Source: an optimization exercise on an open RTL-to-GDS flow (aim: small area, a short achievable clock period and few clock cycles). Production flows keep margins and buffers that such runs may drop. Power is estimated from default activity; no workload was simulated.

## run A
## laser_stripe_center_extract
module laser_stripe_center_extract (
  input  logic                clk,
  input  logic                rst_n,
  input  logic                in_push,
  output logic                in_full,
  input  logic [7:0]          in_pixel,
  input  logic                in_row_end,
  input  logic                in_frame_end,
  output logic                out_empty,
  input  logic                out_pop,
  output logic [lsce_pkg::ROW_W-1:0]    out_row_number,
  output logic                out_found,
  output logic [lsce_pkg::CENTRE_W-1:0] out_centre_q8,
  output logic                out_last,
  input  logic                cfg_valid,
  output logic                cfg_ready,
  input  logic [1:0]          cfg_index,
  input  logic [12:0]         cfg_data
);
For scale: ~1700 cells after synthesis, roughly 300 flip-flops.
clock: 8.0 ns
lec_check: 0
cap_margin: 20
core_margin: 2
core_utilization: 60
slew_margin: 20
standard.sh (not shown) runs the stock make flow with config.mk's settings and CLKGATE_MAP_FILE= SYNTH_SCRIPT=/design/flow/synth_recipe.tcl, a recipe that flattens the netlist after the stock synthesis.
==> flow/flow/run.sh <==
#!/bin/bash
set -euo pipefail
bash standard.sh SETUP_SLACK_MARGIN=5.2 finish > standard_flow.log 2>&1
## Diff of input files: run B against run A
# run A
export LEC_CHECK = 0
export CAP_MARGIN = 20
export CORE_MARGIN = 2
export CORE_UTILIZATION = 60
export SLEW_MARGIN = 20
create_clock -name core_clock -period 8.0 [get_ports {clk}]
# run B
export LEC_CHECK = 0
export CAP_MARGIN = 20
export CORE_MARGIN = 2
export CORE_UTILIZATION = 75
export SLEW_MARGIN = 20
create_clock -name core_clock -period 8.0 [get_ports {clk}]
[summary]
Higher global-route usage over all layers was reported by run B, not run A.
Per the comparison of run B with run A, leakage power went down; count of clock-buffer cells in the layout went down; combined area of the multi-input logic cells did not really move; final cell count went down.
Taking run A as the reference point, the critical path depth of run B rises by 4.
Final clock period utilization by the worst path is lower on run A
The critical path data required time in run B sits 0.15 ns below the value recorded for run A.
What run C does differently from run B at the input level:
# run B
export LEC_CHECK = 0
export CAP_MARGIN = 20
export CORE_MARGIN = 2
export CORE_UTILIZATION = 75
export SLEW_MARGIN = 20
create_clock -name core_clock -period 8.0 [get_ports {clk}]
# run C
export LEC_CHECK = 0
export CAP_MARGIN = 20
export CORE_MARGIN = 2
export CORE_UTILIZATION = 40
export SLEW_MARGIN = 20
create_clock -name core_clock -period 8.0 [get_ports {clk}]
==> comparison <==
Run C finished every step from synthesis to the final layout, and the layout passed the timing, design-rule and antenna checks.
From run B to run C the numbers moved as follows: worst slew margin relative to its limit fell by 1.4 points, core utilization fell by 41 points, largest incremental delay on the critical path fell by 0.14 ns, portion of total power attributed to combinational logic fell by 1.2 points, final cell count rose by 13%.
Run B → run C: sequential cell area share lower; sum of routed wire length over all layers lower; synthesized netlist cell count roughly the same.
Delta (run C minus run B): synthesis-to-layout area growth shows an increase of 2.5 points, final area went up 2.1%.
Edits applied to the flow inputs when going from run C to run D:
# run C
export LEC_CHECK = 0
export CAP_MARGIN = 20
export CORE_MARGIN = 2
export CORE_UTILIZATION = 40
export SLEW_MARGIN = 20
create_clock -name core_clock -period 8.0 [get_ports {clk}]
# run D
export LEC_CHECK = 0
export CAP_MARGIN = 20
export CORE_MARGIN = 2
export CORE_UTILIZATION = 40
export SETUP_SLACK_MARGIN = 5
export SLEW_MARGIN = 20
create_clock -name core_clock -period 8.0 [get_ports {clk}]
==> flow/run.sh (new file) <==
#!/bin/bash
# synth_recipe.tcl (not shown) runs the flow's synth.tcl, then flattens the netlist and writes it again
# the make line also repeats each setting of config.mk as NAME=value (left out here)
make -C /OpenROAD-flow-scripts/flow DESIGN_CONFIG=/design/flow/config.mk WORK_HOME=/design/flow/orfs CLKGATE_MAP_FILE= SYNTH_SCRIPT=/design/flow/synth_recipe.tcl finish
removed: flow/flow/run.sh
removed: flow/standard.sh
## What came out
- Area: run D vs run C -> run D smaller
- Compared with run C, in run D end-of-flow core utilization decreased 1.2 points, critical path depth rose by 4.
- Looking at wire length of the first global-routing pass across run C and run D, the one that comes out higher is run C.
- Tightest hold margin delta (run D -> run C): insignificant
- Having completed the whole flow, run D delivered a layout that passed the timing, design-rule and antenna checks.
- Compared with run C, run D shows a lower overall fraction of global-route tracks in use.
- met2 wire length went down by a few percent going from run C to run D.
## Diff of input files: run E against run D
# run D
export LEC_CHECK = 0
export CAP_MARGIN = 20
export CORE_MARGIN = 2
export CORE_UTILIZATION = 40
export SETUP_SLACK_MARGIN = 5
export SLEW_MARGIN = 20
create_clock -name core_clock -period 8.0 [get_ports {clk}]
# run E
export LEC_CHECK = 0
export CAP_MARGIN = 20
export CORE_MARGIN = 2
export CORE_UTILIZATION = 40
export SLEW_MARGIN = 20
create_clock -name core_clock -period 8.0 [get_ports {clk}]
==> flow/flow/run.sh (new file) <==
#!/bin/bash
set -euo pipefail
bash standard.sh SETUP_SLACK_MARGIN=5.5 finish > standard_flow.log 2>&1
==> flow/standard.sh (new file) <==
#!/bin/bash
# synth_recipe.tcl (not shown) runs the flow's synth.tcl, then flattens the netlist and writes it again
# the make line also repeats each setting of config.mk as NAME=value (left out here)
make -C /OpenROAD-flow-scripts/flow DESIGN_CONFIG=/design/flow/config.mk WORK_HOME=/design/flow/orfs CLKGATE_MAP_FILE= SYNTH_SCRIPT=/design/flow/synth_recipe.tcl "${@:-finish}"
removed: flow/run.sh
Findings:
Diff run E..run D | adder-cell share of the synthesized area | unchanged. Diff run D -> run E | routed wire length | increase of 4400 um. In run E the power of the combinational group turned out about 36% higher than in run D. From run D to run E the numbers moved as follows: area added between synthesis and finish up 13 points; final critical delay including setup and external delays down 0.21 ns; initial DRC count down 99; fraction of final layout cells with drive strength greater than 1 up 16 points; via count up 6.5%.
> inputs changed (run E -> run F)
# run E
export LEC_CHECK = 0
export CAP_MARGIN = 20
export CORE_MARGIN = 2
export CORE_UTILIZATION = 40
export SLEW_MARGIN = 20
create_clock -name core_clock -period 8.0 [get_ports {clk}]
# run F
export LEC_CHECK = 0
export CAP_MARGIN = 20
export CORE_MARGIN = 2
export CORE_UTILIZATION = 40
export CTS_BUF_LIST = sky130_fd_sc_hd__clkbuf_16
export CTS_CLUSTER_DIAMETER = 100
export CTS_CLUSTER_SIZE = 30
export SLEW_MARGIN = 20
create_clock -name core_clock -period 8.0 [get_ports {clk}]
==> flow/flow/run.sh <==
#!/bin/bash
set -euo pipefail
bash standard.sh SETUP_SLACK_MARGIN=5.2 finish > standard_flow.log 2>&1
Notes after the runs:
- Run E: no failed stages, no open violations at the end
- Run F reached the end of the flow, and the finished layout is clean on the timing, design-rule and antenna checks.
- Summary of the comparison: path length in cells of the critical path is higher in run F, relative to run E.
- Share of total power in the clock network in run F is 9.0 points below run E.
- On setup slack, run F does worse than run E.
- Compared with run E, the router placed fewer vias in run F.
- | fmax | run F vs run E | 6.7% lower |
No run of this note included a check of the RTL's function; only the layout flow was run.

-- port drivers added, routing unchanged --
Ports are ideal in the flow. The routed layouts listed here were re-timed in OpenROAD.
Step 1, drivers: a clkbuf_16 drives clk and a buf_2 each remaining input, both assumed.
Step 2 times the ports against the registers' clock, not the clock port: input delays grow and output delays shrink by t, the midpoint of the rising clock arrivals with the driver on.
Three values: ideal ports, drivers, drivers and shift; two values: the first two.
run	t, ns	setup slack, ns	worst hold slack (ns)	latest minus earliest clock arrival (ns)	pins driven straight from the clock port
run A	0.561	5.215 / 5.186 / 4.684	0.418 / 0.418 / 0.418	0.017 / 0.017	1
run B	0.623	5.105 / 5.105 / 4.642	0.421 / 0.421 / 0.421	0.016 / 0.015	1
run C	0.570	5.237 / 5.181 / 4.741	0.417 / 0.417 / 0.417	0.023 / 0.022	1
run D	0.575	5.047 / 5.041 / 4.498	0.416 / 0.416 / 0.416	0.025 / 0.025	1
run E	0.584	5.258 / 5.206 / 4.882	0.418 / 0.418 / 0.418	0.028 / 0.028	1
run F	0.551	5.062 / 5.088 / 4.537	0.429 / 0.429 / 0.429	0.023 / 0.024	1
After both steps every run listed still meets setup and hold. The setup slack of run D, which loses most, moves by -0.006 ns with the drivers and by -0.549 ns with both steps.
